Context: an optimization exercise on an open-source flow, tuned for small area and a short achievable clock period. The choices shown serve that exercise and are no tape-out recipe. RTL that was checked went through simulation tests only; none was proved equivalent to the original. The RTL of runs 1, 2 and 4 to 7 was laid out without a check of its function. Power figures rest on the tool's default switching activity, not on a simulated workload.

==> flow/design.v <==
`default_nettype none
package xbar_pkg;
	localparam int PORT_COUNT = 4;
	localparam int PORT_WIDTH = 2;
	localparam int CTRL_WIDTH = 8;
	localparam int DATA_WIDTH = 32;
	localparam int DEST_LSB = 0;
	localparam int QUEUE_DEPTH = 8;
	localparam int PTR_WIDTH = $clog2(QUEUE_DEPTH);
	localparam int COUNT_WIDTH = PTR_WIDTH + 1;
	localparam logic [COUNT_WIDTH-1:0] QUEUE_FULL_COUNT = COUNT_WIDTH'(QUEUE_DEPTH);
	localparam int WORD_WIDTH = CTRL_WIDTH + DATA_WIDTH;
	localparam int CTRL_LSB = DATA_WIDTH;
	localparam int BEAT_WIDTH = WORD_WIDTH + 1;
	localparam int VALID_BIT = WORD_WIDTH;
	localparam int GRANT_WIDTH = PORT_WIDTH + 1;
	localparam int GRANT_VALID_BIT = PORT_WIDTH;
endpackage
`default_nettype wire
`default_nettype none
module ingress_queue (
	input  wire logic                            clk,
	input  wire logic                            rst,
	input  wire logic                            write,
	input  wire logic [xbar_pkg::WORD_WIDTH-1:0] word_in,
	input  wire logic                            pop,
	output logic [xbar_pkg::WORD_WIDTH-1:0]      head,
	output logic [xbar_pkg::PORT_COUNT-1:0]      req
);
	localparam int D  = xbar_pkg::QUEUE_DEPTH;
	localparam int W  = xbar_pkg::WORD_WIDTH;
	localparam int P  = xbar_pkg::PORT_COUNT;
	localparam int DL = xbar_pkg::CTRL_LSB + xbar_pkg::DEST_LSB;
	logic [D-1:0][W-1:0] mem;
	logic [D-1:0]                     rd_oh;
	logic [D-1:0]                     wr_oh;
	logic [xbar_pkg::COUNT_WIDTH-1:0] count;
	logic full;
	logic empty;
	logic more;
	logic do_write;
	assign full  = count[xbar_pkg::COUNT_WIDTH-1];
	assign empty = (count == '0);
	assign more  = |count[xbar_pkg::COUNT_WIDTH-1:1];
	assign do_write = write & ~full;
	always_ff @(posedge clk) begin
		for (int k = 0; k < D; k++) begin
			if (wr_oh[k] & ~full) begin
				mem[k] <= word_in;
			end
		end
	end
	always_comb begin
		head = '0;
		for (int k = 0; k < D; k++) begin
			head = head | ({W{rd_oh[k]}} & mem[k]);
		end
	end
	logic [xbar_pkg::PORT_WIDTH-1:0] next_dest;
	always_comb begin
		next_dest = '0;
		for (int k = 0; k < D; k++) begin
			next_dest = next_dest | ({xbar_pkg::PORT_WIDTH{rd_oh[(k + D - 1) % D]}} & mem[k][DL +: xbar_pkg::PORT_WIDTH]);
		end
	end
	logic [P-1:0] in_req;
	logic [P-1:0] next_req;
	always_comb begin
		in_req  = '0;
		next_req = '0;
		in_req[word_in[DL +: xbar_pkg::PORT_WIDTH]] = do_write;
		next_req[next_dest] = 1'b1;
	end
	always_ff @(posedge clk or negedge rst) begin
		if (!rst) begin
			wr_oh <= D'(1);
		end else if (do_write) begin
			wr_oh <= {wr_oh[D-2:0], wr_oh[D-1]};
		end
	end
	always_ff @(posedge clk or negedge rst) begin
		if (!rst) begin
			rd_oh <= D'(1);
		end else if (pop) begin
			rd_oh <= {rd_oh[D-2:0], rd_oh[D-1]};
		end
	end
	logic [xbar_pkg::COUNT_WIDTH-1:0] count_up;
	logic [xbar_pkg::COUNT_WIDTH-1:0] count_down;
	logic [xbar_pkg::COUNT_WIDTH-1:0] count_keep;
	logic [xbar_pkg::COUNT_WIDTH-1:0] count_pop;
	assign count_up   = count + 1'b1;
	assign count_down = count - 1'b1;
	assign count_keep = do_write ? count_up : count;
	assign count_pop  = do_write ? count : count_down;
	always_ff @(posedge clk or negedge rst) begin
		if (!rst) begin
			count <= '0;
		end else begin
			count <= pop ? count_pop : count_keep;
		end
	end
	always_ff @(posedge clk or negedge rst) begin
		if (!rst) begin
			req <= '0;
		end else if (pop) begin
			req <= more ? next_req : in_req;
		end else if (empty) begin
			req <= in_req;
		end
	end
endmodule
`default_nettype wire
`default_nettype none
module port_allocator (
	input  wire logic [xbar_pkg::PORT_COUNT*xbar_pkg::PORT_COUNT-1:0] req,
	output logic [xbar_pkg::PORT_COUNT-1:0]                           pop,
	output logic [xbar_pkg::PORT_COUNT*xbar_pkg::PORT_COUNT-1:0]      grant,
	output logic [xbar_pkg::PORT_COUNT-1:0]                           grant_valid
);
	localparam int P = xbar_pkg::PORT_COUNT;
	always_comb begin
		pop = '0;
		for (int p = 0; p < P; p++) begin
			logic taken;
			taken = 1'b0;
			for (int i = 0; i < P; i++) begin
				grant[p*P + i] = req[i*P + p] & ~taken;
				taken = taken | req[i*P + p];
				pop[i] = pop[i] | grant[p*P + i];
			end
			grant_valid[p] = taken;
		end
	end
endmodule
`default_nettype wire
`default_nettype none
module output_switch (
	input  wire logic                                                 clk,
	input  wire logic                                                 rst,
	input  wire logic [xbar_pkg::PORT_COUNT*xbar_pkg::PORT_COUNT-1:0] grant,
	input  wire logic [xbar_pkg::PORT_COUNT-1:0]                      grant_valid,
	input  wire logic [xbar_pkg::PORT_COUNT*xbar_pkg::WORD_WIDTH-1:0] head,
	output logic [xbar_pkg::PORT_COUNT*xbar_pkg::BEAT_WIDTH-1:0]      egress
);
	localparam int P  = xbar_pkg::PORT_COUNT;
	localparam int W  = xbar_pkg::WORD_WIDTH;
	localparam int DL = xbar_pkg::CTRL_LSB + xbar_pkg::DEST_LSB;
	localparam int DH = DL + xbar_pkg::PORT_WIDTH;
	for (genvar p = 0; p < P; p++) begin : g_egress
		logic [W-1:0] selected;
		logic         valid_q;
		logic [W-1:0] word_q;
		always_comb begin
			selected = '0;
			for (int i = 0; i < P; i++) begin
				selected = selected | ({W{grant[p*P + i]}} & head[i*W +: W]);
			end
		end
		always_ff @(posedge clk or negedge rst) begin
			if (!rst) begin
				valid_q <= 1'b0;
			end else begin
				valid_q <= grant_valid[p];
			end
		end
		always_ff @(posedge clk) begin
			word_q <= selected;
		end
		logic [xbar_pkg::PORT_WIDTH-1:0] dest;
		for (genvar b = 0; b < xbar_pkg::PORT_WIDTH; b++) begin : g_dest
			assign dest[b] = (((p >> b) & 1) != 0) ? valid_q : ~valid_q;
		end
		assign egress[p*xbar_pkg::BEAT_WIDTH +: xbar_pkg::BEAT_WIDTH] = {valid_q, word_q[W-1:DH], dest, word_q[DL-1:0]};
	end
endmodule
`default_nettype wire
`default_nettype none
module xbar_top (
	input  wire logic                                                 clk,
	input  wire logic                                                 rst,
	input  wire logic [xbar_pkg::PORT_COUNT*xbar_pkg::BEAT_WIDTH-1:0] ingress,
	output wire logic [xbar_pkg::PORT_COUNT*xbar_pkg::BEAT_WIDTH-1:0] egress
);
	localparam int P = xbar_pkg::PORT_COUNT;
	wire logic [P*xbar_pkg::WORD_WIDTH-1:0] head;
	wire logic [P*P-1:0]                    req;
	wire logic [P-1:0]                      pop;
	wire logic [P*P-1:0]                    grant;
	wire logic [P-1:0]                      grant_valid;
	for (genvar i = 0; i < P; i++) begin : g_queue
		ingress_queue u_ingress_queue (
			.clk     (clk),
			.rst     (rst),
			.write   (ingress[i*xbar_pkg::BEAT_WIDTH + xbar_pkg::VALID_BIT]),
			.word_in (ingress[i*xbar_pkg::BEAT_WIDTH +: xbar_pkg::WORD_WIDTH]),
			.pop     (pop[i]),
			.head    (head[i*xbar_pkg::WORD_WIDTH +: xbar_pkg::WORD_WIDTH]),
			.req     (req[i*P +: P])
		);
	end
	port_allocator u_port_allocator (
		.req         (req),
		.pop         (pop),
		.grant       (grant),
		.grant_valid (grant_valid)
	);
	output_switch u_output_switch (
		.clk         (clk),
		.rst         (rst),
		.grant       (grant),
		.grant_valid (grant_valid),
		.head        (head),
		.egress      (egress)
	);
endmodule
`default_nettype wire
==> flow/run.sh <==
#!/bin/bash
# synth_recipe.tcl (not shown) runs the flow's synth.tcl, then flattens the netlist and writes it again
# the make line also repeats each setting of config.mk as NAME=value (left out here)
make -C /OpenROAD-flow-scripts/flow DESIGN_CONFIG=/design/flow/config.mk WORK_HOME=/design/flow/orfs CLKGATE_MAP_FILE= SYNTH_SCRIPT=/design/flow/synth_recipe.tcl finish
==> flow/config.mk <==
export PLATFORM = sky130hd
export DESIGN_NAME = xbar_top
export DESIGN_NICKNAME = xbar_top
export VERILOG_FILES = /design/flow/design.v
export SDC_FILE = /design/flow/constraint.sdc
export NUM_CORES = 4
export LEC_CHECK = 0
export CAP_MARGIN = 20
export CORE_MARGIN = 2
export CORE_UTILIZATION = 40
export SETUP_SLACK_MARGIN = 1.5
export SLEW_MARGIN = 20
==> flow/constraint.sdc <==
create_clock -name core_clock -period 4.2 [get_ports {clk}]
set_input_delay 0.8400 -clock core_clock [delete_from_list [all_inputs] [get_ports {clk}]]
set_output_delay 0.8400 -clock core_clock [all_outputs]
set_load 0.01 [all_outputs]
==> results.toml, run 1 <==
[cts]
clk_pin_slew_ps = 60
cts-buffers-inserted = 155
cts-root-buf = "clkbuf_16"
clkSinkCount = 1532
clk_path_buf_depth = 3
cts_tree = "done"
htree_levels = 4
clk_latency_ps = 820

[die]
start_util_pct = 40.3
io_pins = 330
core_area_sq_mm = 0.139
chipHeight_microns = 379
die_w_microns = 379
placementRows = 137
die_area_sq_mm = 0.143

[critical_path]
setup.worst_path.start_class = "flop"
path_class = "flop to output port"
max_stage_delay_ps = 590
cpMaxStageDelayCell = "clkdlybuf4s50_1"
crit_cells = 1
regToRegSetupSlack_ps = 1560
crit_family = "buffers and inverters"
critPathCapture = "egress[92]"
crit_path_start = "u_output_switch.g_egress[2].word_q[10]"
crit_fanout = 1
crit_required_ps = 3360
rr_startpoint = "g_queue[0].u_ingress_queue.req[2]"
path_cells = "clkdlybuf4s50_1"
cp-end-kind = "output port"
critPathBufInv = 1
r2r_cells = 9
cp.arrival_ps = 1830
r2r_end = "g_queue[1].u_ingress_queue.count[3]"

[final_layout]
seq_area_sq_mm = 0.0441
final_nets = 3898
fillers = 11600
syn2layout_area_growth_pct = 19.6
layout.cells.non_filler = 5739
multi_input_area_sq_mm = 0.0114
drive_gt1_share_pct = 12.5

[logic_synthesis]
yosysTopAreaCell = "edfxtp_1"
synthTopCellsByCount = "edfxtp_1, a22oi_1, nand2_1"
async_flop_share_pct = 6.53
ys_seq_elements = 1532
synth_area_per_cell_sq_um = 16.7
netlist_instances = 3370
synth_edf_count = 1280
synth_cell_types = 57
ys.flop_type = "edfxtp_1"
syn-cell-area_sq_mm = 0.0561
synth.most_common_cell = "edfxtp_1"
synth_area_leaders = "edfxtp_1, a22oi_1, dfxtp_1, dfrtp_1, nand4_1"
syn-num-nets = 3552
synth_warnings = 3
seq_area_frac_synth_pct = 78.4
synth_top_area_share_pct = 68.5

[timing]
rsz0062_at_grt = "true"
tns_ps = 0
post-route-period-util_pct = 63.6
slew_viol_final = 0
finalHoldViolations = 0
fmax_mhz = 375
setup_viol = 0
period_needed_ps = 2670
slew_headroom_pct = 27.5
skew_ps = 44.6
tightest_slew_ps = 1080

[detailed_routing]
vias_per_cell = 6.10
wl_met2_microns = 78300
antenna_left = 1
wl_per_cell_microns = 31.4
met1_length_microns = 76000
drtIter0Drc = 4896
dr_total_vias = 35000
drc = 0
drt-total-wl_microns = 180000
met3_length_microns = 20000
dr.pass1.iters = 6
top_layer = "met5"

[global_routing]
grt_max_degree = 58
grt_usage_pct = 24.6
grt-ovfl-total = 0
grt_pass1_vias = 32300
antenna_found_initial = 27
grt_pass1_wl_microns = 250000

[placement]
dp.cells = 5428
io_buffers = 329
globalplace.congestion = 0.859
hpwl_microns = 113000

[hold_path]
hold_path.class = "input port to asynchronous set/reset pin"

[run_status]
status = "complete, but fails checks"
violatedChecks = "antenna violations"

[power]
power_density_mw_per_mm2 = 492
power_w = 0.0330
ir_drop_mv = 0.345
power_leakage_nw = 22.0

[flow_run]
drv_cap = 0
## metrics by stage
step	hold slack (ps)	worst slack, ps	instance area, sq um	util (%)
detailed placement	518	935	61900	44.4
global placement	516	919	61900	44.4
global route	105	1460	67100	48.1
floorplan	459	1390	56100	-
finish	81.4	1530	67100	48.2
CTS	55.1	1320	67000	48.1
## cell families after synthesis
logic type | count (synthesis) | share of synthesized area, %
buffers and inverters | 273 | 1.96
adders and majority gates | 16 | 0.410
muxes | 47 | 0.943
AOI/OAI and AO/OA | 986 | 13.2
xor gates and xnor gates | 12 | 0.241
and+or+nand+nor | 504 | 4.84
DFF | 1532 | 78.4
## worst min path at each step
stage	cells past startpoint	to	startpoint	slack, ps
2_1_floorplan	1	u_output_switch.g_egress[3].valid_q	g_queue[3].u_ingress_queue.req[3]	460
4_1_cts	1	u_output_switch.g_egress[2].valid_q	rst	60
3_3_place_gp	1	g_queue[2].u_ingress_queue.wr_oh[0]	g_queue[2].u_ingress_queue.wr_oh[7]	520
6_report	1	u_output_switch.g_egress[3].valid_q	rst	80
3_5_place_dp	1	g_queue[0].u_ingress_queue.wr_oh[2]	g_queue[0].u_ingress_queue.wr_oh[1]	520
5_1_grt	1	g_queue[3].u_ingress_queue.rd_oh[5]	rst	110
## area by class of cell
cell class                      count  share of cell area, %
Antenna cell                       17                 0.0634
Tap cell                         1876                   3.50
Clock inverter                     69                   1.17
Clock buffer                      218                   6.34
Sequential cell                  1532                   65.6
Multi-Input combinational cell   1567                   16.9
Inverter                           20                  0.123
Timing Repair Buffer              440                   6.24
## metal layers
layer  track usage (%)  up-vias
met2              35.3     2171
met3              6.52      317
met4              7.98       18
met1              36.2    18000
met5                 0        -
li1                  -    14500
## power breakdown
| part | total [W] | leakage (nW) | internal (W) | switching (W) |
|---|---|---|---|---|
| logic | 0.00254 | 5.51 | 0.000872 | 0.00167 |
| clock network | 0.0135 | 2.43 | 0.00758 | 0.00597 |
| registers | 0.0169 | 14.0 | 0.0166 | 0.000347 |
## state kept, by name, summed over array words and instances, names as in the netlist
| signal | cells |
|---|---|
| g_queue.u_ingress_queue.mem | 1280 |
| u_output_switch.g_egress.word_q | 152 |
| g_queue.u_ingress_queue.rd_oh | 32 |
| g_queue.u_ingress_queue.wr_oh | 32 |
| g_queue.u_ingress_queue.count | 16 |
| g_queue.u_ingress_queue.req | 16 |
| u_output_switch.g_egress.valid_q | 4 |
## cells in the final DEF, fill, tap and decap left out, types with 8 or more instances in the layout
master	netlist	layout
edfxtp_1	1280	1280
a22oi_1	944	944
clkdlybuf4s50_1	0	323
nand2_1	227	227
nand4_1	161	161
clkbuf_16	0	157
dfxtp_1	152	119
buf_4	9	104
dfrtp_1	92	79
clkbuf_1	204	51
mux2_2	36	36
nor2b_4	0	35
dfxtp_2	0	31
clkinv_1	0	21
clkinv_2	0	20
diode_2	0	17
inv_1	16	16
nand3_1	12	12
ha_1	12	12
dfrtp_2	0	12
nor2_1	11	11
mux2_1	11	11
nor3_1	10	10
clkbuf_8	0	10
or4_1	8	8
clkinv_16	0	8
dfstp_2	8	8
## what timing repair did
action	4_1_cts	5_1_grt
gates resized for setup	41	15
gates cloned	1	1
pin swaps	1	1
endpoints found under the setup margin	35	10
hold buffers	0	0
buffers inserted	5	0
==> run 2: changes to the inputs <==
--- a/flow/config.mk
+++ b/flow/config.mk
@@ -5,8 +5,9 @@
 export SDC_FILE = /design/flow/constraint.sdc
 export NUM_CORES = 4
 export LEC_CHECK = 0
+export ABC_CLOCK_PERIOD_IN_PS = 2000
 export CAP_MARGIN = 20
 export CORE_MARGIN = 2
 export CORE_UTILIZATION = 40
-export SETUP_SLACK_MARGIN = 1.5
+export SETUP_SLACK_MARGIN = 2.0
 export SLEW_MARGIN = 20
==> run 2 against run 1 <==
  * Now clean on timing, DRC and antenna
  * Final cell count increased by 2.0%
  * Design area rose by 1.1%
  * First-iteration DRC count grew 8.4%
  * Hold slack better by 43 ps
  * Clock power is essentially flat
  * Count of clock-buffer cells in the layout grew 12
  * Utilization is 0.55 points higher
  * Synthesized area unchanged
  * Critical endpoint is now g_queue[2].u_ingress_queue.count[2]
  * Largest cell class unchanged
  * Largest power group unchanged
==> results.toml, run 2 <==
[run_status]
status = "no timing/DRC/antenna violations"

[logic_synthesis]
synthTopCellsByCount = "edfxtp_1, a22oi_1, nand2_1"
synth_cell_types = 57
synth.most_common_cell = "edfxtp_1"
synth_edf_count = 1280
syn-num-nets = 3552
ys.flop_type = "edfxtp_1"
synth_warnings = 3
yosysTopAreaCell = "edfxtp_1"
ys_seq_elements = 1532
synth_area_leaders = "edfxtp_1, a22oi_1, dfxtp_1, dfrtp_1, nand4_1"
async_flop_share_pct = 6.53
synth_top_area_share_pct = 68.5
synth_area_per_cell_sq_um = 16.7
netlist_instances = 3370
syn-cell-area_sq_mm = 0.0561
seq_area_frac_synth_pct = 78.4

[detailed_routing]
dr_total_vias = 35600
wl_per_cell_microns = 31.4
dr.pass1.iters = 7
antenna_left = 0
drt-total-wl_microns = 184000
drtIter0Drc = 5307
vias_per_cell = 6.08
drc = 0

[timing]
tightest_slew_ps = 1060
post-route-period-util_pct = 57.2
period_needed_ps = 2400
tns_ps = 0
slew_viol_final = 0
slew_headroom_pct = 29.0
fmax_mhz = 416
setup_slack_ps = 1800
fin_hold_ws_ps = 125
skew_ps = 23.0
rsz0062_at_grt = "true"
setup_viol = 0
finalHoldViolations = 0

[die]
io_pins = 330
chipHeight_microns = 379
die_area_sq_mm = 0.143
placementRows = 137
core_area_sq_mm = 0.139
start_util_pct = 40.3
die_w_microns = 379

[critical_path]
cp.arrival_ps = 3060
crit_required_ps = 4860
path_class = "flop to flop"
cp-end-kind = "flop"
setup.worst_path.start_class = "flop"
crit_fanout = 6

[global_routing]
grt_usage_pct = 25.0
grt_max_degree = 55
grt_pass1_vias = 33300
antenna_found_initial = 27
grt-ovfl-total = 0
grt_pass1_wl_microns = 254000

[final_layout]
largestRegisters = "g_queue.u_ingress_queue.mem (1280), u_output_switch.g_egress.word_q (152)"
most-common-layout-cells = "edfxtp_1, a22oi_1, nand2_1, buf_4, clkbuf_16"
final_nets = 4020
fillers = 11600
regMostFlops = "g_queue.u_ingress_queue.mem"
syn2layout_area_growth_pct = 21.0
final_common_cell = "edfxtp_1"
drive_gt1_share_pct = 22.5
final_core_util_pct = 48.7
largest_register_ffs = 1280

[cts]
clk_path_buf_depth = 3
cts_tree = "done"
cts-buffers-inserted = 154
clkSinkCount = 1532
cts-root-buf = "clkbuf_16"
holdBufCountCts = 0
clk_latency_ps = 790
htree_levels = 4
clk_pin_slew_ps = 60

[placement]
globalplace.congestion = 0.859
hpwl_microns = 113000
io_buffers = 329
pre_cts_slack_ps = 1150

[flow_run]
drv_cap = 0

[power]
power_density_mw_per_mm2 = 491
power_leakage_nw = 23.0
power_w = 0.0333
ir_drop_mv = 0.390

[hold_path]
hold_path.class = "input port to asynchronous set/reset pin"
==> run 2: cell families after synthesis <==
| logic type | Yosys count | share of synthesized area, % |
|---|---|---|
| AO/OA/AOI/OAI | 986 | 13.2 |
| buffers and inverters | 273 | 1.96 |
| adder cells (fa/ha/maj) | 16 | 0.410 |
| multiplexers | 47 | 0.943 |
| AND/OR/NAND/NOR | 504 | 4.84 |
| flip-flops | 1532 | 78.4 |
| XOR/XNOR | 12 | 0.241 |
==> run 2: cell type report <==
type,count,area (sq um),area share (%)
Sequential cell,1532,44400,65.3
Multi-Input combinational cell,1571,11400,16.9
Antenna cell,8,20.0,0.0295
Timing Repair Buffer,559,4630,6.82
Clock inverter,55,468,0.689
Clock buffer,230,4520,6.66
Tap cell,1876,2350,3.46
Inverter,20,104,0.153
==> run 2: layer usage <==
| layer | GRT usage, % | wire length [microns] | up-vias | part of all wire (%) |
|---|---|---|---|---|
| met3 | 7.36 | 22700 | 302 | 12 |
| met5 | 0 | 184 | - | 0.10 |
| met4 | 8.46 | 6010 | 28 | 3.3 |
| li1 | - | - | 14800 | - |
| met1 | 36.2 | 74800 | 18200 | 41 |
| met2 | 36.0 | 79900 | 2239 | 44 |
==> run 2: final timing paths <==
path,from,endpoint,slack [ps],depth (start not counted)
worst max register to register,g_queue[0].u_ingress_queue.req[0],g_queue[2].u_ingress_queue.count[2],1800,9
max in group asynchronous,rst,g_queue[2].u_ingress_queue.rd_oh[0],3110,2
worst min register to register,g_queue[0].u_ingress_queue.wr_oh[3],g_queue[0].u_ingress_queue.wr_oh[4],530,1
worst max-delay path,g_queue[0].u_ingress_queue.req[0],g_queue[2].u_ingress_queue.count[2],1800,9
worst min-delay path,rst,u_output_switch.g_egress[0].valid_q,120,1
min in group core_clock,ingress[156],g_queue[3].u_ingress_queue.mem[193],500,1
==> run 2: worst max-delay path, stage by stage (launching register included) <==
cell	delay, ps
dfrtp_2	500
buf_4	170
nor3b_4	50
nor4_4	320
bufinv_8	240
buf_6	120
buf_6	120
fa_2	350
xor2_1	150
mux2_4	260
==> run 2: what timing repair did <==
item                       4_1_cts  5_1_grt
pin swaps                       52       36
gates cloned                     7        2
setup endpoints to repair      641      165
resized for setup              860       37
buffers inserted                70       47
==> run 2: per-stage QoR <==
step	instance area, sq um	std cells
finish	67900	5851
global route	67900	5843
CTS	67400	5794
detailed placement	62000	5432
global placement	62000	5431
floorplan	56200	3370
==> run 2: report_power, final <==
group	total (W)	switching [W]	leakage [nW]	internal (W)
clock network	0.0135	0.00571	2.45	0.00783
registers	0.0170	0.000374	14.1	0.0166
logic	0.00283	0.00178	6.54	0.00106
total	0.0333	0.00786	23.0	0.0255
==> run 3: changes to the inputs <==
--- a/flow/design.v
+++ b/flow/design.v
@@ -85,19 +85,15 @@
 			rd_oh <= {rd_oh[D-2:0], rd_oh[D-1]};
 		end
 	end
-	logic [xbar_pkg::COUNT_WIDTH-1:0] count_up;
-	logic [xbar_pkg::COUNT_WIDTH-1:0] count_down;
-	logic [xbar_pkg::COUNT_WIDTH-1:0] count_keep;
-	logic [xbar_pkg::COUNT_WIDTH-1:0] count_pop;
-	assign count_up   = count + 1'b1;
-	assign count_down = count - 1'b1;
-	assign count_keep = do_write ? count_up : count;
-	assign count_pop  = do_write ? count : count_down;
 	always_ff @(posedge clk or negedge rst) begin
 		if (!rst) begin
 			count <= '0;
 		end else begin
-			count <= pop ? count_pop : count_keep;
+			case ({do_write, pop})
+				2'b10: count <= count + 1'b1;
+				2'b01: count <= count - 1'b1;
+				default: count <= count;
+			endcase
 		end
 	end
 	always_ff @(posedge clk or negedge rst) begin
@@ -143,14 +139,10 @@
 	input  wire logic [xbar_pkg::PORT_COUNT*xbar_pkg::WORD_WIDTH-1:0] head,
 	output logic [xbar_pkg::PORT_COUNT*xbar_pkg::BEAT_WIDTH-1:0]      egress
 );
-	localparam int P  = xbar_pkg::PORT_COUNT;
-	localparam int W  = xbar_pkg::WORD_WIDTH;
-	localparam int DL = xbar_pkg::CTRL_LSB + xbar_pkg::DEST_LSB;
-	localparam int DH = DL + xbar_pkg::PORT_WIDTH;
+	localparam int P = xbar_pkg::PORT_COUNT;
+	localparam int W = xbar_pkg::WORD_WIDTH;
 	for (genvar p = 0; p < P; p++) begin : g_egress
 		logic [W-1:0] selected;
-		logic         valid_q;
-		logic [W-1:0] word_q;
 		always_comb begin
 			selected = '0;
 			for (int i = 0; i < P; i++) begin
@@ -159,19 +151,14 @@
 		end
 		always_ff @(posedge clk or negedge rst) begin
 			if (!rst) begin
-				valid_q <= 1'b0;
+				egress[p*xbar_pkg::BEAT_WIDTH + xbar_pkg::VALID_BIT] <= 1'b0;
 			end else begin
-				valid_q <= grant_valid[p];
+				egress[p*xbar_pkg::BEAT_WIDTH + xbar_pkg::VALID_BIT] <= grant_valid[p];
 			end
 		end
 		always_ff @(posedge clk) begin
-			word_q <= selected;
-		end
-		logic [xbar_pkg::PORT_WIDTH-1:0] dest;
-		for (genvar b = 0; b < xbar_pkg::PORT_WIDTH; b++) begin : g_dest
-			assign dest[b] = (((p >> b) & 1) != 0) ? valid_q : ~valid_q;
-		end
-		assign egress[p*xbar_pkg::BEAT_WIDTH +: xbar_pkg::BEAT_WIDTH] = {valid_q, word_q[W-1:DH], dest, word_q[DL-1:0]};
+			egress[p*xbar_pkg::BEAT_WIDTH +: W] <= selected;
+		end
 	end
 endmodule
 `default_nettype wire
==> flow/config.mk (replaced) <==
export PLATFORM = sky130hd
export DESIGN_NAME = xbar_top
export DESIGN_NICKNAME = xbar_top
export VERILOG_FILES = /design/flow/design.v
export SDC_FILE = /design/flow/constraint.sdc
export NUM_CORES = 4
export LEC_CHECK = 0
export CAP_MARGIN = 20
export CORE_MARGIN = 2
export CORE_UTILIZATION = 40
export SLEW_MARGIN = 20
==> run 3 against run 2 <==
  * Via count increased by 0.63%
  * Clock power increased by 5%
  * Routed wire length decreased by 0.23%
  * Largest power group unchanged
  * Final cell count about the same
  * First-iteration DRC count increased by 2.0%
  * Synthesized area increased by 0.85%
  * Highest routed layer unchanged
  * Sequential power about the same
  * Critical path depth increased by 1
  * Critical endpoint is now g_queue[1].u_ingress_queue.count[3]
  * Utilization decreased by 0.70 points
  * Maximum frequency decreased by 29%
  * Sequential share of layout area decreased by 0.098 points
==> results.toml, run 3 <==
[cts]
clkSinkCount = 1540
htree_levels = 4
cts-root-buf = "clkbuf_16"
cts-buffers-inserted = 159
cts_setup_buffers = 0
holdBufCountCts = 0
clk_pin_slew_ps = 60
cts_tree = "done"
clk_latency_ps = 800
cts_resized = 0
clk_path_buf_depth = 3

[placement]
hpwl_microns = 115000
io_buffers = 329
dp.cells = 5545
pre_cts_slack_ps = 727
globalplace.congestion = 0.884

[power]
power_leakage_nw = 22.2
ir_drop_mv = 0.315
power_density_mw_per_mm2 = 496

[timing]
slew_headroom_pct = 29.7
fin_hold_ws_ps = 120
finalHoldViolations = 0
setup_slack_ps = 805
period_needed_ps = 3390
tightest_slew_ps = 1050
post-route-period-util_pct = 80.8
setup_viol = 0
slew_viol_final = 0
rsz0062_at_grt = "false"
tns_ps = 0
skew_ps = 46.8
fmax_mhz = 295

[detailed_routing]
antenna_left = 0
dr.pass1.iters = 7
dr_total_vias = 35800
wl_per_cell_microns = 31.3
drtIter0Drc = 5411
drc = 0
drt-total-wl_microns = 183000
vias_per_cell = 6.12

[die]
die_w_microns = 380
chipHeight_microns = 380
io_pins = 330
core_area_sq_mm = 0.141
placementRows = 138
die_area_sq_mm = 0.145
start_util_pct = 40.1

[logic_synthesis]
syn-num-nets = 3657
ys_seq_elements = 1540
yosysTopAreaCell = "edfxtp_1"
seq_area_frac_synth_pct = 78.0
synth_edf_count = 1280
synth_warnings = 3
ys.flop_type = "edfxtp_1"
synth_area_leaders = "edfxtp_1, a22oi_1, dfxtp_1, dfrtp_1, nand4_1"
synth_area_per_cell_sq_um = 16.3
synth_cell_types = 55
netlist_instances = 3473
synthTopCellsByCount = "edfxtp_1, a22oi_1, nand2_1"
syn-cell-area_sq_mm = 0.0566
async_flop_share_pct = 6.49
synth_top_area_share_pct = 67.9
synth.most_common_cell = "edfxtp_1"

[global_routing]
grt_pass1_wl_microns = 257000
antenna_found_initial = 32
grt-ovfl-total = 0
grt_max_degree = 54
grt_usage_pct = 24.8
grt_pass1_vias = 33800

[critical_path]
path_class = "flop to flop"
r2r_cells = 10
regToRegSetupSlack_ps = 810
cp-end-kind = "flop"
crit_fanout = 20
crit_path_start = "g_queue[0].u_ingress_queue.req[3]"
crit_required_ps = 4850
setup.worst_path.start_class = "flop"
crit_top_cell = "ha_1"
cp.arrival_ps = 4050
r2r_end = "g_queue[1].u_ingress_queue.count[3]"
path_cells = "buf_4 > nor2b_4 > nor4_4 > inv_2 > ha_1 > ha_1 > a21o_1 > a21oi_1 > mux2i_1 > xnor2_1"
rr_startpoint = "g_queue[0].u_ingress_queue.req[3]"
cpMaxStageDelayCell = "dfrtp_2"
max_stage_delay_ps = 780

[flow_run]
drv_cap = 0

[run_status]
status = "no timing/DRC/antenna violations"

[final_layout]
final_common_cell = "edfxtp_1"
layout.cells.non_filler = 5850
drive_gt1_share_pct = 11.4
most-common-layout-cells = "edfxtp_1, a22oi_1, clkdlybuf4s50_1, nand2_1, nand4_1"
final_nets = 4001
syn2layout_area_growth_pct = 19.7
largest_register_ffs = 1280
largestRegisters = "g_queue.u_ingress_queue.mem (1280), u_output_switch.egress (164)"
regMostFlops = "g_queue.u_ingress_queue.mem"

[hold_path]
hold_path.class = "input port to asynchronous set/reset pin"
## run 3: cell types whose count changed after synthesis, moves of 5 or more
cell	previous run	this run
clkbuf_1	204	239
a22oi_1	944	993
buf_4	9	0
buf_1	14	1
nand2_1	227	263
a21oi_1	4	12
nand4_1	161	172
dfxtp_1	152	160
mux2_1	11	0
buf_2	25	6
nor3b_1	2	7
## run 3: final cells by class
type	count	area, sq um
Timing Repair Buffer	430	4080
Tap cell	1890	2360
Sequential cell	1540	44200
Fill cell	12000	73300
Clock inverter	75	886
Inverter	21	78.8
Multi-Input combinational cell	1665	11800
Antenna cell	8	20.0
Clock buffer	221	4370
## run 3: logic make-up (layout without fill, tap and decap cells)
group,count (synthesis),count (layout),synth area share [%]
other,0,8,0
multiplexers,37,37,0.732
AND/OR/NAND/NOR,557,557,5.09
flip-flops,1540,1540,78.0
buffers and inverters,268,747,1.80
AO/OA/AOI/OAI,1037,1037,13.7
adder cells (fa/ha/maj),18,18,0.424
XOR/XNOR,16,16,0.248
## run 3: worst max path at each step
stage	to	slack, ps
3_3_place_gp	g_queue[1].u_ingress_queue.count[3]	710
5_1_grt	g_queue[1].u_ingress_queue.count[3]	690
3_5_place_dp	g_queue[1].u_ingress_queue.count[3]	730
4_1_cts	g_queue[1].u_ingress_queue.count[3]	910
6_report	g_queue[1].u_ingress_queue.count[3]	810
2_1_floorplan	g_queue[3].u_ingress_queue.mem[0]	1360
## run 3: through the flow
step	cell area (sq um)	power, W	utilization, %
2_1_floorplan	56600	0.0186	-
3_3_place_gp	62400	0.0196	44.3
3_5_place_dp	62400	0.0197	44.3
4_1_cts	67700	0.0337	48.0
5_1_grt	67700	0.0345	48.0
6_report	67700	0.0336	48.0
## run 3: critical path, delay by kind of cell, from the launching register on
family,cells,cell delay [ps]
buf+inv,2,650
compound gates,2,370
mux,1,250
flops,1,780
fa+ha+maj,2,580
xor+xnor,1,90
simple gates,2,530
## run 3: where the power goes
part	switching, W	internal (W)
sequential	0.000353	0.0167
combinational	0.00159	0.000825
clock	0.00596	0.00819
total	0.00790	0.0257
## run 3: layer usage
layer | up-vias | part of all wire [%] | global-route usage, %
met3 | 308 | 12 | 7.72
met5 | - | 0.12 | 0
met2 | 2129 | 43 | 35.4
met4 | 36 | 3.7 | 9.33
met1 | 18400 | 41 | 35.3
li1 | 14900 | - | -
==> run 4: changes to the inputs <==
--- a/flow/design.v
+++ b/flow/design.v
@@ -32,20 +32,21 @@
 	localparam int P  = xbar_pkg::PORT_COUNT;
 	localparam int DL = xbar_pkg::CTRL_LSB + xbar_pkg::DEST_LSB;
 	logic [D-1:0][W-1:0] mem;
-	logic [D-1:0]                     rd_oh;
-	logic [D-1:0]                     wr_oh;
-	logic [xbar_pkg::COUNT_WIDTH-1:0] count;
+	logic [D-1:0] rd_oh;
+	logic [D-1:0] wr_oh;
+	logic [D-1:0] occ;
+	logic [D-1:0] wr_sel;
 	logic full;
 	logic empty;
 	logic more;
 	logic do_write;
-	assign full  = count[xbar_pkg::COUNT_WIDTH-1];
-	assign empty = (count == '0);
-	assign more  = |count[xbar_pkg::COUNT_WIDTH-1:1];
+	assign full  = occ[D-1];
+	assign empty = ~occ[0];
+	assign more  = occ[1];
 	assign do_write = write & ~full;
 	always_ff @(posedge clk) begin
 		for (int k = 0; k < D; k++) begin
-			if (wr_oh[k] & ~full) begin
+			if (wr_sel[k]) begin
 				mem[k] <= word_in;
 			end
 		end
@@ -66,16 +67,36 @@
 	logic [P-1:0] in_req;
 	logic [P-1:0] next_req;
 	always_comb begin
-		in_req  = '0;
+		in_req   = '0;
 		next_req = '0;
 		in_req[word_in[DL +: xbar_pkg::PORT_WIDTH]] = do_write;
 		next_req[next_dest] = 1'b1;
 	end
+	logic [D-1:0] wr_next;
+	logic [D-1:0] occ_keep;
+	logic [D-1:0] occ_pop;
+	assign wr_next  = do_write ? {wr_oh[D-2:0], wr_oh[D-1]} : wr_oh;
+	assign occ_keep = do_write ? {occ[D-2:0], 1'b1} : occ;
+	assign occ_pop  = do_write ? occ : {1'b0, occ[D-1:1]};
 	always_ff @(posedge clk or negedge rst) begin
 		if (!rst) begin
 			wr_oh <= D'(1);
-		end else if (do_write) begin
-			wr_oh <= {wr_oh[D-2:0], wr_oh[D-1]};
+		end else begin
+			wr_oh <= wr_next;
+		end
+	end
+	always_ff @(posedge clk or negedge rst) begin
+		if (!rst) begin
+			occ <= '0;
+		end else begin
+			occ <= pop ? occ_pop : occ_keep;
+		end
+	end
+	always_ff @(posedge clk or negedge rst) begin
+		if (!rst) begin
+			wr_sel <= D'(1);
+		end else begin
+			wr_sel <= (pop | ~occ_keep[D-1]) ? wr_next : '0;
 		end
 	end
 	always_ff @(posedge clk or negedge rst) begin
@@ -83,17 +104,6 @@
 			rd_oh <= D'(1);
 		end else if (pop) begin
 			rd_oh <= {rd_oh[D-2:0], rd_oh[D-1]};
-		end
-	end
-	always_ff @(posedge clk or negedge rst) begin
-		if (!rst) begin
-			count <= '0;
-		end else begin
-			case ({do_write, pop})
-				2'b10: count <= count + 1'b1;
-				2'b01: count <= count - 1'b1;
-				default: count <= count;
-			endcase
 		end
 	end
 	always_ff @(posedge clk or negedge rst) begin
@@ -139,10 +149,14 @@
 	input  wire logic [xbar_pkg::PORT_COUNT*xbar_pkg::WORD_WIDTH-1:0] head,
 	output logic [xbar_pkg::PORT_COUNT*xbar_pkg::BEAT_WIDTH-1:0]      egress
 );
-	localparam int P = xbar_pkg::PORT_COUNT;
-	localparam int W = xbar_pkg::WORD_WIDTH;
+	localparam int P  = xbar_pkg::PORT_COUNT;
+	localparam int W  = xbar_pkg::WORD_WIDTH;
+	localparam int DL = xbar_pkg::CTRL_LSB + xbar_pkg::DEST_LSB;
+	localparam int DH = DL + xbar_pkg::PORT_WIDTH;
 	for (genvar p = 0; p < P; p++) begin : g_egress
 		logic [W-1:0] selected;
+		logic         valid_q;
+		logic [W-1:0] word_q;
 		always_comb begin
 			selected = '0;
 			for (int i = 0; i < P; i++) begin
@@ -151,14 +165,19 @@
 		end
 		always_ff @(posedge clk or negedge rst) begin
 			if (!rst) begin
-				egress[p*xbar_pkg::BEAT_WIDTH + xbar_pkg::VALID_BIT] <= 1'b0;
+				valid_q <= 1'b0;
 			end else begin
-				egress[p*xbar_pkg::BEAT_WIDTH + xbar_pkg::VALID_BIT] <= grant_valid[p];
+				valid_q <= grant_valid[p];
 			end
 		end
 		always_ff @(posedge clk) begin
-			egress[p*xbar_pkg::BEAT_WIDTH +: W] <= selected;
-		end
+			word_q <= selected;
+		end
+		logic [xbar_pkg::PORT_WIDTH-1:0] dest;
+		for (genvar b = 0; b < xbar_pkg::PORT_WIDTH; b++) begin : g_dest
+			assign dest[b] = (((p >> b) & 1) != 0) ? valid_q : ~valid_q;
+		end
+		assign egress[p*xbar_pkg::BEAT_WIDTH +: xbar_pkg::BEAT_WIDTH] = {valid_q, word_q[W-1:DH], dest, word_q[DL-1:0]};
 	end
 endmodule
 `default_nettype wire
--- a/flow/config.mk
+++ b/flow/config.mk
@@ -5,7 +5,9 @@
 export SDC_FILE = /design/flow/constraint.sdc
 export NUM_CORES = 4
 export LEC_CHECK = 0
+export ABC_CLOCK_PERIOD_IN_PS = 2000
 export CAP_MARGIN = 20
 export CORE_MARGIN = 2
 export CORE_UTILIZATION = 40
+export SETUP_SLACK_MARGIN = 2.0
 export SLEW_MARGIN = 20
==> run 4 against run 3 <==
  * Synthesized area rose by 1.6%
  * Count of clock-buffer cells in the layout is 17 higher
  * Still clean on timing, DRC and antenna
  * Largest power group unchanged
  * Clock power is essentially flat
  * Worst setup slack gained 990 ps
  * Sequential share of layout area rose by 0.43 points
  * Routed wire length rose by 0.72%
  * Critical path type is now flop to output port
  * Total power rose by 5.7%
  * First-iteration DRC count down 2.2%
  * Critical path depth shrank 7
  * Die area grew 1.6%
  * Via count rose by 1.5%
  * Synthesized cell count increased by 1.0%
==> results.toml, run 4 <==
[run_status]
status = "no timing/DRC/antenna violations"

[critical_path]
crit_top_cell = "buf_6"
path_class = "flop to output port"
crit_fanout = 2
setup.worst_path.start_class = "flop"
cp-end-kind = "output port"
rr_startpoint = "g_queue[0].u_ingress_queue.req[1]"
crit_family = "flip-flops"
r2r_cells = 5
critPathBufInv = 3
crit_required_ps = 3360
cpMaxStageDelayCell = "dfrtp_2"
regToRegSetupSlack_ps = 1980
path_cells = "buf_6 > inv_2 > buf_6"
max_stage_delay_ps = 510
cp.arrival_ps = 1570
r2r_end = "u_output_switch.g_egress[1].word_q[24]"

[cts]
cts-root-buf = "clkbuf_16"
clk_latency_ps = 790
cts-buffers-inserted = 159
clk_path_buf_depth = 3
htree_levels = 4
clk_pin_slew_ps = 60
cts_tree = "done"
clkSinkCount = 1580

[detailed_routing]
wl_met2_microns = 81200
drc = 0
met1_length_microns = 75400
dr_total_vias = 36400
antenna_left = 0
vias_per_cell = 6.05
top_layer = "met5"
dr.pass1.iters = 7
drt-total-wl_microns = 184000
met3_length_microns = 21100
wl_per_cell_microns = 30.7
drtIter0Drc = 5291

[timing]
slew_viol_final = 0
post-route-period-util_pct = 57.4
slew_headroom_pct = 31.4
tightest_slew_ps = 1030
tns_ps = 0
fmax_mhz = 415
skew_ps = 26.0
setup_viol = 0
rsz0062_at_grt = "true"
finalHoldViolations = 0
setup_slack_ps = 1790
period_needed_ps = 2410

[final_layout]
final_common_cell = "edfxtp_1"
largestRegisters = "g_queue.u_ingress_queue.mem (1280), u_output_switch.g_egress.word_q (152)"
layout.cells.non_filler = 6010
syn2layout_area_growth_pct = 20.5
final_nets = 4130
most-common-layout-cells = "edfxtp_1, a22oi_1, nand2_1, buf_4, clkbuf_16"
final_core_util_pct = 48.4
drive_gt1_share_pct = 20.3
seq_area_sq_mm = 0.0455
fin_area_sq_mm = 0.0693
multi_input_area_sq_mm = 0.0113
fillers = 12000
largest_register_ffs = 1280
regMostFlops = "g_queue.u_ingress_queue.mem"

[placement]
place_area_sq_mm = 0.0630
dp.cells = 5577
globalplace.congestion = 0.841
io_buffers = 329
pre_cts_slack_ps = 972
hpwl_microns = 113000

[global_routing]
grt-ovfl-total = 0
grt_max_degree = 89
antenna_found_initial = 43
grt_usage_pct = 24.2
grt_pass1_wl_microns = 254000
grt_pass1_vias = 33700

[logic_synthesis]
syn-cell-area_sq_mm = 0.0575
synth_edf_count = 1280
synth_area_per_cell_sq_um = 16.4
netlist_instances = 3509
synth_warnings = 3
synth_top_area_share_pct = 66.9
syn-num-nets = 3683
synthTopCellsByCount = "edfxtp_1, a22oi_1, nand2_1"
ys.flop_type = "edfxtp_1"
async_flop_share_pct = 9.37
synth.most_common_cell = "edfxtp_1"
yosysTopAreaCell = "edfxtp_1"
seq_area_frac_synth_pct = 78.6
synth_area_leaders = "edfxtp_1, a22oi_1, dfrtp_1, dfxtp_1, nand2_1"
ys_seq_elements = 1580
synth_cell_types = 50

[hold_path]
hold_path.class = "input port to asynchronous set/reset pin"

[die]
core_area_sq_mm = 0.143
placementRows = 139
die_w_microns = 383
die_area_sq_mm = 0.147
start_util_pct = 40.2
io_pins = 330
chipHeight_microns = 383

[power]
ir_drop_mv = 0.436
power_density_mw_per_mm2 = 513
power_leakage_nw = 23.7

[flow_run]
drv_cap = 0
[run 4: changes by cell type after synthesis, moves of 10 or more]
cell,delta
a31oi_1,+30
dfrtp_1,+44
o21a_1,+24
clkbuf_1,-29
nand3_1,+18
mux2_1,+14
xor2_1,-10
nor2_1,+15
a22oi_1,-47
buf_2,+34
nor2b_1,-27
mux2_2,-17
nand2_1,+18
[run 4: worst max-delay path by stage]
stage,startpoint,endpoint,slack (ps),cells after the start
CTS,u_output_switch.g_egress[2].valid_q,egress[114],1770,3
detailed placement,g_queue[0].u_ingress_queue.req[3],g_queue[1].u_ingress_queue.occ[6],970,7
floorplan,ingress[163],g_queue[3].u_ingress_queue.occ[4],2040,7
global route,u_output_switch.g_egress[1].valid_q,egress[74],1750,3
global placement,g_queue[0].u_ingress_queue.req[3],g_queue[1].u_ingress_queue.occ[5],1010,7
finish,u_output_switch.g_egress[1].valid_q,egress[74],1790,3
[run 4: power by group]
part	total [W]	internal [W]	switching, W
registers	0.0174	0.0171	0.000300
clock network	0.0145	0.00851	0.00598
logic	0.00359	0.00118	0.00241
[run 4: worst register-to-register path, cell delays in order, from the launching register on]
cell     delay (ps)
dfrtp_4         550
buf_4           190
nor3b_4         300
buf_4           580
a22oi_1         230
nand2_1         270
[run 4: kinds of logic after synthesis]
family	Yosys count	share of synthesized area [%]
buffers and inverters	283	1.99
muxes	32	0.627
AOI/OAI and AO/OA	1038	13.5
DFF	1580	78.6
and+or+nand+nor	568	5.10
adders and majority gates	8	0.174
[run 4: cell type report]
type                       count  area share [%]
sequential                  1580            65.7
antenna                       13          0.0470
clock buffer                 238            6.82
multi-input combinational   1646            16.3
clock inverter                61            1.02
timing repair buffer         548            6.57
tap                         1903            3.44
inverter                      21           0.139
[run 4: layer usage]
layer  vias up  GRT usage (%)
li1      15200              -
met1     18700           34.0
met2      2095           35.5
met3       340           7.53
met4        46           8.25
met5         -              0
[run 4: timing repair]
item,in CTS,in global routing
hold buffers,0,0
gates cloned,3,3
pin swaps,53,35
gates resized for setup,814,38
buffers inserted,69,46
endpoints found under the setup margin,411,158
[run 4: per-stage QoR]
| stage | hold WS (ps) | power, W |
|---|---|---|
| final | 138 | 0.0355 |
| after CTS | 156 | 0.0354 |
| after global placement | 496 | 0.0207 |
| after floorplan | 460 | 0.0195 |
| after global routing | 200 | 0.0365 |
| after detailed placement | 493 | 0.0208 |
==> run 5: changes to the inputs <==
--- a/flow/design.v
+++ b/flow/design.v
@@ -174,8 +174,10 @@
 			word_q <= selected;
 		end
 		logic [xbar_pkg::PORT_WIDTH-1:0] dest;
-		for (genvar b = 0; b < xbar_pkg::PORT_WIDTH; b++) begin : g_dest
-			assign dest[b] = (((p >> b) & 1) != 0) ? valid_q : ~valid_q;
+		always_ff @(posedge clk) begin
+			for (int b = 0; b < xbar_pkg::PORT_WIDTH; b++) begin
+				dest[b] <= (((p >> b) & 1) != 0) ? grant_valid[p] : ~grant_valid[p];
+			end
 		end
 		assign egress[p*xbar_pkg::BEAT_WIDTH +: xbar_pkg::BEAT_WIDTH] = {valid_q, word_q[W-1:DH], dest, word_q[DL-1:0]};
 	end
--- a/flow/config.mk
+++ b/flow/config.mk
@@ -5,9 +5,9 @@
 export SDC_FILE = /design/flow/constraint.sdc
 export NUM_CORES = 4
 export LEC_CHECK = 0
-export ABC_CLOCK_PERIOD_IN_PS = 2000
 export CAP_MARGIN = 20
 export CORE_MARGIN = 2
 export CORE_UTILIZATION = 40
 export SETUP_SLACK_MARGIN = 2.0
 export SLEW_MARGIN = 20
+export TNS_END_PERCENT = 5
==> run 5 against run 4 <==
  * Critical path type is now flop to flop
  * Utilization about the same
  * Sequential power about the same
  * Final cell count down 0.67%
  * Synthesized area is 0.14% higher
  * Register-to-register slack got worse by 97 ps
==> results.toml, run 5 <==
[die]
chipHeight_microns = 383
die_w_microns = 383
start_util_pct = 40.2
core_area_sq_mm = 0.143
die_area_sq_mm = 0.147
placementRows = 139
io_pins = 330

[power]
p_comb_share_pct = 9.1
power_w = 0.0349
power_density_mw_per_mm2 = 503
ir_drop_mv = 0.398
switching_share_pct = 24.8
p_seq_share_pct = 50.3
pwr-share-clk_pct = 40.6
power_leakage_nw = 23.6
power.net_switching_w = 0.00863
p_int_w = 0.0262

[cts]
clk_path_buf_depth = 3
clk_pin_slew_ps = 60
clk_latency_ps = 820
cts-buffers-inserted = 158
holdBufCountCts = 0
clkSinkCount = 1586
cts_tree = "done"
htree_levels = 4
cts-root-buf = "clkbuf_16"

[final_layout]
fillers = 12100
largestRegisters = "g_queue.u_ingress_queue.mem (1280), u_output_switch.g_egress.word_q (152)"
regMostFlops = "g_queue.u_ingress_queue.mem"
syn2layout_area_growth_pct = 20.4
layout.cells.non_filler = 5970
largest_register_ffs = 1280
fin_area_sq_mm = 0.0693
drive_gt1_share_pct = 16.0
final_nets = 4095
most-common-layout-cells = "edfxtp_1, a22oi_1, nand2_1, clkbuf_16, clkdlybuf4s50_1"
final_common_cell = "edfxtp_1"

[detailed_routing]
antenna_left = 0
dr_total_vias = 36000
drtIter0Drc = 5124
drt-total-wl_microns = 182000
wl_per_cell_microns = 30.5
dr.pass1.iters = 6
drc = 0
vias_per_cell = 6.03

[logic_synthesis]
synth.most_common_cell = "edfxtp_1"
synth_top_area_share_pct = 66.8
synth_warnings = 3
yosysTopAreaCell = "edfxtp_1"
ys.flop_type = "edfxtp_1"
syn-num-nets = 3686
syn-cell-area_sq_mm = 0.0576
netlist_instances = 3512
ys_seq_elements = 1586
synthTopCellsByCount = "edfxtp_1, a22oi_1, nand2_1"
seq_area_frac_synth_pct = 78.7
synth_cell_types = 49
synth_edf_count = 1280
async_flop_share_pct = 9.33
synth_area_leaders = "edfxtp_1, a22oi_1, dfrtp_1, dfxtp_1, nand2_1"
synth_area_per_cell_sq_um = 16.4

[global_routing]
grt_pass1_wl_microns = 254000
grt_max_degree = 64
grt-ovfl-total = 0
grt_pass1_vias = 33800
grt_usage_pct = 24.2
antenna_found_initial = 47

[critical_path]
critPathBufInv = 2
setup.worst_path.start_class = "flop"
cp-end-kind = "flop"
max_stage_delay_ps = 620
cp.arrival_ps = 2970
cpMaxStageDelayCell = "dfrtp_4"
crit_fanout = 16
crit_required_ps = 4850
path_cells = "buf_4 > buf_4 > a22oi_1 > nand4_1 > a22oi_1 > nand2_1"
crit_family = "flip-flops"
path_class = "flop to flop"

[flow_run]
drv_cap = 0

[timing]
skew_ps = 48.8
period_needed_ps = 2320
tns_ps = 0
tightest_slew_ps = 915
setup_viol = 0
post-route-period-util_pct = 55.2
slew_headroom_pct = 39.0
fmax_mhz = 432
finalHoldViolations = 0
slew_viol_final = 0
setup_slack_ps = 1880
rsz0062_at_grt = "true"

[placement]
hpwl_microns = 116000
globalplace.congestion = 0.858
pre_cts_slack_ps = 1120
dp.cells = 5587
io_buffers = 329
place_area_sq_mm = 0.0632

[run_status]
status = "no timing/DRC/antenna violations"

[hold_path]
hold_path.class = "input port to asynchronous set/reset pin"
## run 5: cell count changes in the layout (fill, tap and decap cells not counted), moves of 10 or more
cell and change:
buf_2 -131, buf_4 -30, clkbuf_8 -15, clkdlybuf4s15_1 +18, clkdlybuf4s15_2 +23, dfrtp_1 +10, dfxtp_1 +32, dfxtp_2 -33
dlygate4sd2_1 +94, mux2_1 -14, mux2_2 +14
## run 5: logic make-up (layout without fill, tap and decap cells)
group | Yosys count | in the layout | synth area share (%)
AO/OA/AOI/OAI | 1038 | 1038 | 13.5
adder cells (fa/ha/maj) | 8 | 8 | 0.174
buffers and inverters | 280 | 822 | 1.94
flip-flops | 1586 | 1586 | 78.7
multiplexers | 32 | 32 | 0.626
other | 0 | 13 | 0
AND/OR/NAND/NOR | 568 | 568 | 5.07
## run 5: what timing repair did
action / in CTS / in global routing
cloned: 0 / 0
buffers inserted: 47 / 30
endpoints found under the setup margin: 396 / 357
resized for setup: 438 / 25
pin swaps: 30 / 22
## run 5: worst reg2reg max path, cell delays in order, from the launching register on
cell	delay [ps]
dfrtp_4	620
buf_4	240
buf_4	190
a22oi_1	190
nand4_1	420
a22oi_1	350
nand2_1	160
## run 5: cell type report
class	count	area [sq um]	area share (%)
timing repair buffer	508	4680	6.75
clock buffer	217	4450	6.42
antenna	13	32.5	0.0469
sequential	1586	45600	65.7
multi-input combinational	1646	11300	16.3
inverter	21	91.3	0.132
clock inverter	76	858	1.24
tap	1903	2380	3.43
## run 5: metal layers
layer	part of all wire (%)	vias to the layer above	wire length (microns)	global-route usage [%]
li1	-	15100	-	-
met1	40	18500	73100	34.4
met2	44	2035	80700	35.7
met3	12	296	22100	7.12
met4	3.3	24	6090	8.21
met5	0.088	-	161	0
## run 5: final timing paths
kind                                                              end  cells after the start                           startpoint  slack [ps]
worst min-delay path              g_queue[3].u_ingress_queue.rd_oh[7]                      1                                  rst          50
max in group asynchronous         g_queue[2].u_ingress_queue.rd_oh[0]                      2                                  rst        3190
min in group core_clock           g_queue[0].u_ingress_queue.wr_oh[6]                      1  g_queue[0].u_ingress_queue.wr_oh[5]         500
worst max register to register  u_output_switch.g_egress[1].word_q[6]                      6  g_queue[3].u_ingress_queue.rd_oh[1]        1880
worst min register to register    g_queue[0].u_ingress_queue.wr_oh[6]                      1  g_queue[0].u_ingress_queue.wr_oh[5]         500
worst max-delay path            u_output_switch.g_egress[1].word_q[6]                      6  g_queue[3].u_ingress_queue.rd_oh[1]        1880
## run 5: through the flow
step / hold WS [ps] / utilization [%]
5_1_grt: 83.0 / 48.4
3_3_place_gp: 503 / 44.1
4_1_cts: 50.1 / 48.1
2_1_floorplan: 471 / -
6_report: 49.9 / 48.4
3_5_place_dp: 508 / 44.1
## run 5: power groups by stage
stage                     Combinational, W  Sequential [W]  Clock, W
after floorplan                    0.00181          0.0178         0
after global placement             0.00286          0.0179         0
after detailed placement           0.00292          0.0179         0
after CTS                          0.00309          0.0175    0.0143
after global routing               0.00341          0.0176    0.0149
final                              0.00317          0.0175    0.0142
==> run 6: changes to the inputs <==
--- a/flow/config.mk
+++ b/flow/config.mk
@@ -8,6 +8,8 @@
 export CAP_MARGIN = 20
 export CORE_MARGIN = 2
 export CORE_UTILIZATION = 40
+export CTS_BUF_LIST = sky130_fd_sc_hd__clkbuf_8
+export CTS_CLUSTER_SIZE = 20
 export SETUP_SLACK_MARGIN = 2.0
 export SLEW_MARGIN = 20
 export TNS_END_PERCENT = 5
==> run 6 against run 5 <==
  * Hold slack improved by 460 ps
  * Synthesized cell count unchanged
  * Count of clock-buffer cells in the layout up 94
  * Synthesized area unchanged
==> results.toml, run 6 <==
[logic_synthesis]
synth_area_per_cell_sq_um = 16.4
synth_area_leaders = "edfxtp_1, a22oi_1, dfrtp_1, dfxtp_1, nand2_1"
synth_edf_count = 1280
async_flop_share_pct = 9.33
syn-num-nets = 3686
synth_top_area_share_pct = 66.8
ys_seq_elements = 1586
synth_warnings = 3
yosysTopAreaCell = "edfxtp_1"
netlist_instances = 3512
ys.flop_type = "edfxtp_1"
synth_cell_types = 49
synthTopCellsByCount = "edfxtp_1, a22oi_1, nand2_1"
synth.most_common_cell = "edfxtp_1"
syn-cell-area_sq_mm = 0.0576
seq_area_frac_synth_pct = 78.7

[detailed_routing]
drt-total-wl_microns = 186000
vias_per_cell = 5.93
drtIter0Drc = 4898
dr_total_vias = 36500
dr.pass1.iters = 9
wl_per_cell_microns = 30.1
drc = 0
antenna_left = 0

[critical_path]
setup.worst_path.start_class = "flop"
crit_family = "flip-flops"
path_class = "flop to output port"
crit_fanout = 1
regToRegSetupSlack_ps = 1860
cp.arrival_ps = 1530
path_cells = "buf_2"
cp-end-kind = "output port"
max_stage_delay_ps = 400
crit_required_ps = 3360
cpMaxStageDelayCell = "dfxtp_4"
critPathBufInv = 1

[final_layout]
fillers = 12300
final_core_util_pct = 47.9
final_common_cell = "edfxtp_1"
most-common-layout-cells = "edfxtp_1, a22oi_1, clkbuf_8, nand2_1, clkdlybuf4s50_1"
regMostFlops = "g_queue.u_ingress_queue.mem"
largest_register_ffs = 1280
syn2layout_area_growth_pct = 19.3
largestRegisters = "g_queue.u_ingress_queue.mem (1280), u_output_switch.g_egress.word_q (152)"
layout.cells.non_filler = 6161
final_nets = 4208
drive_gt1_share_pct = 20.3

[timing]
skew_ps = 91.3
slew_viol_final = 0
rsz0062_at_grt = "true"
setup_viol = 0
finalHoldViolations = 0
period_needed_ps = 2370
tns_ps = 0
slew_headroom_pct = 38.2
tightest_slew_ps = 927
post-route-period-util_pct = 56.3
setup_slack_ps = 1830
fmax_mhz = 423

[global_routing]
grt_usage_pct = 24.5
grt_pass1_vias = 34600
grt_pass1_wl_microns = 257000
antenna_found_initial = 51
grt_max_degree = 64
grt-ovfl-total = 0

[flow_run]
drv_cap = 0

[placement]
io_buffers = 329
pre_cts_slack_ps = 1120
globalplace.congestion = 0.858
dp.cells = 5587
hpwl_microns = 116000

[power]
p_seq_share_pct = 51.7
power_leakage_nw = 23.8
power_w = 0.0339
p_int_w = 0.0253
power.net_switching_w = 0.00865
ir_drop_mv = 0.399
switching_share_pct = 25.5
pwr-share-clk_pct = 38.2
p_comb_share_pct = 10.1
power_density_mw_per_mm2 = 494

[die]
die_area_sq_mm = 0.147
placementRows = 139
die_w_microns = 383
io_pins = 330
chipHeight_microns = 383
core_area_sq_mm = 0.143
start_util_pct = 40.2

[cts]
clk_latency_ps = 1020
htree_levels = 5
cts_tree = "done"
clk_path_buf_depth = 4
cts-root-buf = "clkbuf_8"
clkSinkCount = 1586
clk_pin_slew_ps = 60
cts-buffers-inserted = 278

[run_status]
status = "no timing/DRC/antenna violations"

[hold_path]
hold_path.class = "input port to asynchronous set/reset pin"
## run 6: cells by family after synthesis
kind of cell / Yosys count / share of synthesized area (%)
muxes: 32 / 0.626
adders and majority gates: 8 / 0.174
buffers and inverters: 280 / 1.94
AOI/OAI and AO/OA: 1038 / 13.5
DFF: 1586 / 78.7
and+or+nand+nor: 568 / 5.07
## run 6: path summary, 6_finish.rpt
check	from	endpoint	cells after the start
worst min register to register	g_queue[0].u_ingress_queue.wr_oh[7]	g_queue[0].u_ingress_queue.wr_oh[0]	1
worst min-delay path	rst	g_queue[3].u_ingress_queue.rd_oh[6]	2
min in group core_clock	g_queue[0].u_ingress_queue.wr_oh[7]	g_queue[0].u_ingress_queue.wr_oh[0]	1
max in group asynchronous	rst	g_queue[3].u_ingress_queue.rd_oh[1]	3
worst max register to register	g_queue[3].u_ingress_queue.rd_oh[1]	u_output_switch.g_egress[2].word_q[15]	6
worst max-delay path	u_output_switch.g_egress[0].word_q[35]	egress[35]	1
## run 6: area by class of cell
class / instances / area, sq um / area share (%)
multi-input cells: 1646 / 11300 / 16.4
clock buffers: 311 / 4280 / 6.23
flip-flops and latches: 1586 / 45600 / 66.4
repair buffers: 501 / 4260 / 6.21
diodes: 23 / 57.6 / 0.0838
clock inverters: 170 / 749 / 1.09
inverters: 21 / 93.8 / 0.137
well taps: 1903 / 2380 / 3.47
## run 6: metrics by stage
stage                     hold slack, ps  cell area [sq um]
final                                505              68700
after global routing                 501              68700
after CTS                            476              68000
after detailed placement             508              63200
after global placement               503              63200
after floorplan                      471              57600
## run 6: timing repair
| item | in CTS | in global routing |
|---|---|---|
| buffers inserted | 15 | 51 |
| hold endpoints to repair | 56 | 0 |
| gates resized for setup | 776 | 50 |
| cloned | 0 | 3 |
| setup endpoints to repair | 399 | 370 |
| hold buffers | 1 | 0 |
| pin swaps | 9 | 35 |
## run 6: power groups by stage
| stage | logic, W | registers (W) | clock network [W] |
|---|---|---|---|
| after detailed placement | 0.00292 | 0.0179 | 0 |
| final | 0.00342 | 0.0175 | 0.0129 |
| after floorplan | 0.00181 | 0.0178 | 0 |
| after global routing | 0.00365 | 0.0176 | 0.0139 |
| after CTS | 0.00302 | 0.0175 | 0.0131 |
| after global placement | 0.00286 | 0.0179 | 0 |
## run 6: layer usage
layer | global-route usage [%] | vias to the layer above | routed length, microns
met2 | 35.8 | 2145 | 81800
li1 | - | 15400 | -
met4 | 8.44 | 26 | 6400
met1 | 33.7 | 18700 | 72600
met5 | 0 | - | 161
met3 | 8.78 | 333 | 24500
==> run 7: changes to the inputs <==
==> flow/flow/run.sh (new file) <==
#!/bin/bash
# Standard ORFS layout (the standard.sh, standard synthesis unchanged), with
# two changes: ports get the smallest buffer (timing repair upsizes the ones that
# need it), and clock tree synthesis adds no dummy loads.
set -euo pipefail
bash standard.sh \
	BUFFER_PORTS_ARGS="-buffer_cell sky130_fd_sc_hd__buf_1" \
	CTS_ARGS="-sink_clustering_enable -repair_clock_nets -dont_use_dummy_load" \
	finish > standard.log 2>&1
==> flow/standard.sh (new file) <==
#!/bin/bash
# synth_recipe.tcl (not shown) runs the flow's synth.tcl, then flattens the netlist and writes it again
# the make line also repeats each setting of config.mk as NAME=value (left out here)
make -C /OpenROAD-flow-scripts/flow DESIGN_CONFIG=/design/flow/config.mk WORK_HOME=/design/flow/orfs CLKGATE_MAP_FILE= SYNTH_SCRIPT=/design/flow/synth_recipe.tcl "${@:-finish}"
--- a/flow/config.mk
+++ b/flow/config.mk
@@ -8,8 +8,6 @@
 export CAP_MARGIN = 20
 export CORE_MARGIN = 2
 export CORE_UTILIZATION = 40
-export CTS_BUF_LIST = sky130_fd_sc_hd__clkbuf_8
-export CTS_CLUSTER_SIZE = 20
 export SETUP_SLACK_MARGIN = 2.0
 export SLEW_MARGIN = 20
 export TNS_END_PERCENT = 5
removed: flow/run.sh
==> run 7 against run 6 <==
  * Still clean on timing, DRC and antenna
  * Routed wire length shrank 1.7%
  * First-iteration DRC count grew 0.22%
  * Worst setup slack lost 26 ps
  * Clock skew grew 26 ps
  * Combinational power shrank 5%
  * Flip-flop and latch count is the same
  * Via count shrank 2.6%
  * Sequential share of layout area grew 2.7 points
  * Utilization shrank 2.0 points
  * Largest cell class unchanged
==> results.toml, run 7 <==
[run_status]
status = "no timing/DRC/antenna violations"

[final_layout]
final_core_util_pct = 45.9
drive_gt1_share_pct = 11.1
fin_area_sq_mm = 0.0658
final_common_cell = "edfxtp_1"
most-common-layout-cells = "edfxtp_1, a22oi_1, buf_1, nand2_1, clkbuf_16"
fillers = 12400
largest_register_ffs = 1280
seq_area_sq_mm = 0.0454
final_nets = 4059
syn2layout_area_growth_pct = 14.2
largestRegisters = "g_queue.u_ingress_queue.mem (1280), u_output_switch.g_egress.word_q (152)"
multi_input_area_sq_mm = 0.0112
regMostFlops = "g_queue.u_ingress_queue.mem"

[detailed_routing]
dr.pass1.iters = 8
drt-total-wl_microns = 182000
drtIter0Drc = 4909
antenna_left = 0
dr_total_vias = 35600
vias_per_cell = 6.14
drc = 0
wl_per_cell_microns = 31.5

[placement]
hpwl_microns = 114000
place_area_sq_mm = 0.0610
io_buffers = 329
globalplace.congestion = 0.853
pre_cts_slack_ps = 1310

[logic_synthesis]
netlist_instances = 3512
yosysTopAreaCell = "edfxtp_1"
ys_seq_elements = 1586
seq_area_frac_synth_pct = 78.7
synth_area_leaders = "edfxtp_1, a22oi_1, dfrtp_1, dfxtp_1, nand2_1"
synth_area_per_cell_sq_um = 16.4
syn-cell-area_sq_mm = 0.0576
synth_cell_types = 49
ys.flop_type = "edfxtp_1"
synthTopCellsByCount = "edfxtp_1, a22oi_1, nand2_1"
synth_warnings = 3
synth_top_area_share_pct = 66.8
syn-num-nets = 3686
async_flop_share_pct = 9.33
synth.most_common_cell = "edfxtp_1"
synth_edf_count = 1280

[critical_path]
setup.worst_path.start_class = "flop"
path_cells = "buf_4 > a22oi_1 > nand4_1 > a22oi_1 > nand2_1"
cp.arrival_ps = 3000
critPathBufInv = 1
path_class = "flop to flop"
rr_startpoint = "g_queue[1].u_ingress_queue.rd_oh[6]"
cp-end-kind = "flop"
cpMaxStageDelayCell = "dfrtp_2"
crit_fanout = 30
crit_path_start = "g_queue[1].u_ingress_queue.rd_oh[6]"
crit_top_cell = "a22oi_1"
crit_required_ps = 4810
max_stage_delay_ps = 700
crit_family = "flip-flops"

[die]
start_util_pct = 40.2
die_w_microns = 383
die_area_sq_mm = 0.147
placementRows = 139
core_area_sq_mm = 0.143
io_pins = 330
chipHeight_microns = 383

[timing]
setup_slack_ps = 1810
slew_headroom_pct = 30.4
setup_viol = 0
period_needed_ps = 2390
fin_hold_ws_ps = 211
fmax_mhz = 418
finalHoldViolations = 0
slew_viol_final = 0
skew_ps = 117
tightest_slew_ps = 1040
tns_ps = 0
rsz0062_at_grt = "true"
post-route-period-util_pct = 56.9

[global_routing]
antenna_found_initial = 37
grt_pass1_wl_microns = 252000
grt_max_degree = 75
grt_usage_pct = 24.1
grt_pass1_vias = 33000
grt-ovfl-total = 0

[cts]
cts-root-buf = "clkbuf_16"
htree_levels = 4
clk_latency_ps = 840
holdBufCountCts = 0
cts_tree = "done"
clk_pin_slew_ps = 60
cts-buffers-inserted = 162
clk_path_buf_depth = 3
clkSinkCount = 1586

[power]
ir_drop_mv = 0.417
power_leakage_nw = 21.4
power_density_mw_per_mm2 = 499

[hold_path]
hold_path.class = "input port to asynchronous set/reset pin"

[flow_run]
drv_cap = 0
[run 7: cell types whose count changed in the layout (fill, tap and decap cells not counted), moves of 23 or more]
cell             delta
dfxtp_4            -44
buf_4              -23
clkdlybuf4s50_1   -164
dfxtp_1            +62
inv_1             -108
buf_1             +328
clkbuf_8          -311
buf_2             -124
clkinv_1           -36
clkbuf_16         +161
buf_6              -29
[run 7: worst paths after layout]
check,depth (start not counted),end,slack [ps]
setup / recovery,5,u_output_switch.g_egress[1].word_q[13],1810
hold / removal,1,g_queue[3].u_ingress_queue.wr_sel[3],210
setup reg to reg,5,u_output_switch.g_egress[1].word_q[13],1810
hold reg to reg,1,g_queue[3].u_ingress_queue.wr_oh[0],470
max in group asynchronous,2,g_queue[3].u_ingress_queue.wr_sel[0],2970
min in group core_clock,1,g_queue[1].u_ingress_queue.mem[195],350
[run 7: per-stage QoR]
stage,cells,power [W]
6_report,5792,0.0328
5_1_grt,5788,0.0338
4_1_cts,5760,0.0328
3_5_place_dp,5582,0.0206
3_3_place_gp,5582,0.0206
2_1_floorplan,3512,0.0196
[run 7: repair_timing]
item / 4_1_cts / 5_1_grt
setup buffers: 13 / 24
resized for setup: 33 / 25
setup endpoints to repair: 352 / 319
hold endpoints to repair: 0 / 0
gates cloned: 3 / 2
pin swaps: 7 / 18
[run 7: cells by family after synthesis]
kind of cell,count (synthesis),share of synthesized area (%)
muxes,32,0.626
AOI/OAI and AO/OA,1038,13.5
buffers and inverters,280,1.94
and+or+nand+nor,568,5.07
adders and majority gates,8,0.174
DFF,1586,78.7
[run 7: layout make-up]
| class | instances | area share (%) |
|---|---|---|
| clock buffer | 162 | 6.17 |
| multi-input combinational | 1646 | 17.1 |
| timing repair buffer | 468 | 3.89 |
| antenna | 6 | 0.0228 |
| inverter | 21 | 0.139 |
| sequential | 1586 | 69.1 |
| tap | 1903 | 3.62 |
[run 7: routing by layer]
layer,global-route usage [%],wire [microns],up-vias
met5,0,184,-
met4,8.95,6910,28
met3,6.96,21100,323
met2,34.9,79700,2078
met1,34.5,74500,18200
li1,-,-,14900
[run 7: power by group]
group          switching [W]  internal [W]  leakage [nW]
clock network        0.00533       0.00672          2.00
registers           0.000264        0.0173          14.6
logic                0.00230      0.000967          4.84
total                0.00789        0.0249          21.4

re-timing with driven ports:
Ports are ideal in the flow. The routed layouts listed here were re-timed in OpenROAD.
Step 1, drivers: a clkbuf_16 drives clk and a buf_2 each remaining input, both assumed.
Step 2 also shifts input and output timing later by t, the mid clock arrival at the registers, as if the neighbouring blocks saw the same clock.
Slacks: ideal ports / drivers / drivers and shift; pairs: ideal ports / drivers.
run | t (ns) | setup slack, ns
run 1 | 0.875 | 1.530 / 1.451 / 0.984
run 2 | 0.859 | 1.796 / 1.796 / 1.273
run 3 | 0.863 | 0.805 / 0.805 / 0.738
run 4 | 0.863 | 1.790 / 1.709 / 1.342
run 5 | 0.875 | 1.883 / 1.828 / 1.229
run 6 | 1.048 | 1.835 / 1.759 / 1.167
run 7 | 0.861 | 1.809 / 1.762 / 1.169
